This is an optimization exercise on Yosys and OpenROAD, whose aim is small area, a short achievable clock period and few clock cycles per item, not a production implementation. Function was checked by simulation only, so behaviour that the tests miss may differ from the original. Power and IR drop assume default switching activity.

Design step_detector_cadence_core, start of the top module:
module step_detector_cadence_core #(
   parameter int COUNT_WIDTH = sdc_pkg::COUNT_WIDTH_DEF
) (
   input  logic                                  clock,
   input  logic                                  reset,
   input  logic                                  csr_we,
   input  logic [sdc_pkg::CSR_IDX_W-1:0]         csr_index,
   input  logic [sdc_pkg::CSR_DATA_W-1:0]        csr_wdata,
   input  logic                                  req_valid,
   output logic                                  req_stall,
   input  logic signed [sdc_pkg::ACCEL_W-1:0]    req_accel_x,
   input  logic signed [sdc_pkg::ACCEL_W-1:0]    req_accel_y,
   input  logic signed [sdc_pkg::ACCEL_W-1:0]    req_accel_z,
   input  logic [sdc_pkg::TIME_W-1:0]            req_time_ms,
   input  logic                                  req_clear_count,
   output logic                                  rsp_valid,
   input  logic                                  rsp_stall,
   output logic                                  rsp_stepped,
   output logic [sdc_pkg::STEP_COUNT_W-1:0]      rsp_step_count,
   output logic [sdc_pkg::CAD_W-1:0]             rsp_cadence
);
   localparam logic [COUNT_WIDTH-1:0] COUNT_MAX = '1;
   logic [14:0] thr_ff, mrg_ff;
   logic [15:0] minv_ff, maxv_ff, idle_ff;
   logic [29:0] nthr2_ff, nlvl2_ff;    
   logic        rearm_ff;              
   logic [1:0]  sq_ff;                 
   logic        v1_ff;
   localparam int CB = 121;            
   logic [CB-1:0] cb_ff;
   logic [31:0] t1_ff;
   logic        clr1_ff;
   logic        v2_ff, gt_ff, lt_ff, clr2_ff, inr_ff, idl_ff, sat_ff;
   logic [31:0] t2_ff;
   logic [15:0] d2_ff;
   logic                   rsp_valid_ff, stepped_ff, latched_ff, have_ff;
   logic [COUNT_WIDTH-1:0] cnt_ff;
   logic [31:0]            last_ff;
   logic [16:0]            cad_ff;
   logic [31:0] sa, sb, gs, gc, ls, lc, gr, lr, nt, nl;
   sdc_sq3_b u_sqb (.cb(cb_ff), .sa(sa), .sb(sb));
   assign nt = {2'b11, nthr2_ff};
   assign nl = {2'b11, nlvl2_ff} | {32{sq_ff[1] ^ sq_ff[0]}};
   assign gs = sa ^ sb ^ nt;
   assign gc = (sa & sb) | (sa & nt) | (sb & nt);
   assign ls = sa ^ sb ^ nl;
   assign lc = (sa & sb) | (sa & nl) | (sb & nl);
   assign gr = gs + {gc[30:0], 1'b0};
   assign lr = ls + {lc[30:0], 1'b1};
   logic        hit2;
   logic [31:0] last_c, d1;
   assign hit2   = gt_ff && !latched_ff;
  ...
Settings: LEC_CHECK=0, ABC_CLOCK_PERIOD_IN_PS=5000, CAP_MARGIN=20, CORE_MARGIN=2, CORE_UTILIZATION=40, CTS_CLUSTER_DIAMETER=100, CTS_CLUSTER_SIZE=30, SETUP_SLACK_MARGIN=4.2, SLEW_MARGIN=20; clock period 9.0 ns.
standard.sh (not shown) runs the stock make flow with config.mk's settings and CLKGATE_MAP_FILE= SYNTH_SCRIPT=/design/flow/synth_recipe.tcl, a recipe that flattens the netlist after the stock synthesis.
==> flow/flow/run.sh <==
#!/bin/bash
# Layout: the standard flow, with the port buffers made plain buffers (buf_2) instead of
# the delay-cell buffers buffer_ports picks by default. Each tool's output goes to its own log.
cp standard.sh standard_sh.log
export BUFFER_PORTS_ARGS="-buffer_cell sky130_fd_sc_hd__buf_2"
bash standard.sh > standard.log 2>&1
The first run passed the timing, design-rule and antenna checks.
Testbench counts at the start, summed over its fixed seeds: cycles 14,880, items 12,000.
Change:
==> flow/flow/run.sh (replaced) <==
#!/bin/bash
# Layout: the standard flow, with the port buffers made plain buffers (buf_4) instead of
# the delay-cell buffers buffer_ports picks by default. Each tool's output goes to its own log.
cp standard.sh standard_sh.log
export BUFFER_PORTS_ARGS="-buffer_cell sky130_fd_sc_hd__buf_4"
bash standard.sh > standard.log 2>&1
--- a/flow/config.mk
+++ b/flow/config.mk
@@ -12,2 +11,0 @@
-export CTS_CLUSTER_DIAMETER = 100
-export CTS_CLUSTER_SIZE = 30
Final cell count climbs by 1.2%.
Worst setup slack is better by 10 ps.
Global-route usage climbs by 0.41 points.
Design area climbs by 2.9%.
Change:
--- a/flow/config.mk
+++ b/flow/config.mk
@@ -11,0 +12,2 @@
+export CTS_CLUSTER_DIAMETER = 100
+export CTS_CLUSTER_SIZE = 30
The new run completed with no timing, DRC or antenna violations.
Hold slack is better by 21 ps.
Sequential power hardly moves.
Utilization drops by 1.0 points.
Routed wire length drops slightly.
First-iteration DRC count drops slightly.
Design area drops by a few percent.
Total power drops by a few percent.
Critical path depth drops by 3.
Clock-buffer cell count drops by 43.
Change:
--- a/flow/config.mk
+++ b/flow/config.mk
@@ -12,3 +12 @@
-export CTS_CLUSTER_DIAMETER = 100
-export CTS_CLUSTER_SIZE = 30
-export SETUP_SLACK_MARGIN = 4.2
+export SETUP_SLACK_MARGIN = 4.0
What happened: The new run completed with no timing, DRC or antenna violations. Routed wire length is about the same. Area after synthesis is unchanged. Critical path depth came out lower by 1. Clock-buffer cell count came out higher by 40. Clock skew came out lower by 18 ps. Via count came out lower by 0.36%. Utilization came out higher by 0.20 points. Total power came out higher by 4.3%.

-- separate check: timing with driven ports --
No port has a modelled driver above. Below, the same layouts with a new extraction and two added sets of constraints.
Step 1, drivers: a clkbuf_16 drives clock and a buf_2 each remaining input, both assumed.
Step 2, shift: input delay + t, output delay - t, t = (earliest + latest rising clock arrival at the registers) / 2. This alone moves slack from input paths to output paths.
Slacks: ideal ports / drivers / drivers and shift; pairs: ideal ports / drivers.
run | shift t [ns] | setup slack, ns | worst setup path after step 2
the first run | 0.704 | 4.197 / 4.209 / 3.537 | input to register
the second run | 0.713 | 4.207 / 4.189 / 3.539 | input to register
the third run | 0.701 | 4.227 / 4.192 / 3.580 | input to register
the fourth run | 0.697 | 4.035 / 3.997 / 3.425 | input to register
After both steps every run listed still meets setup and hold. The setup slack of the second run, which loses most, moves by -0.018 ns with the drivers and by -0.668 ns with both steps.
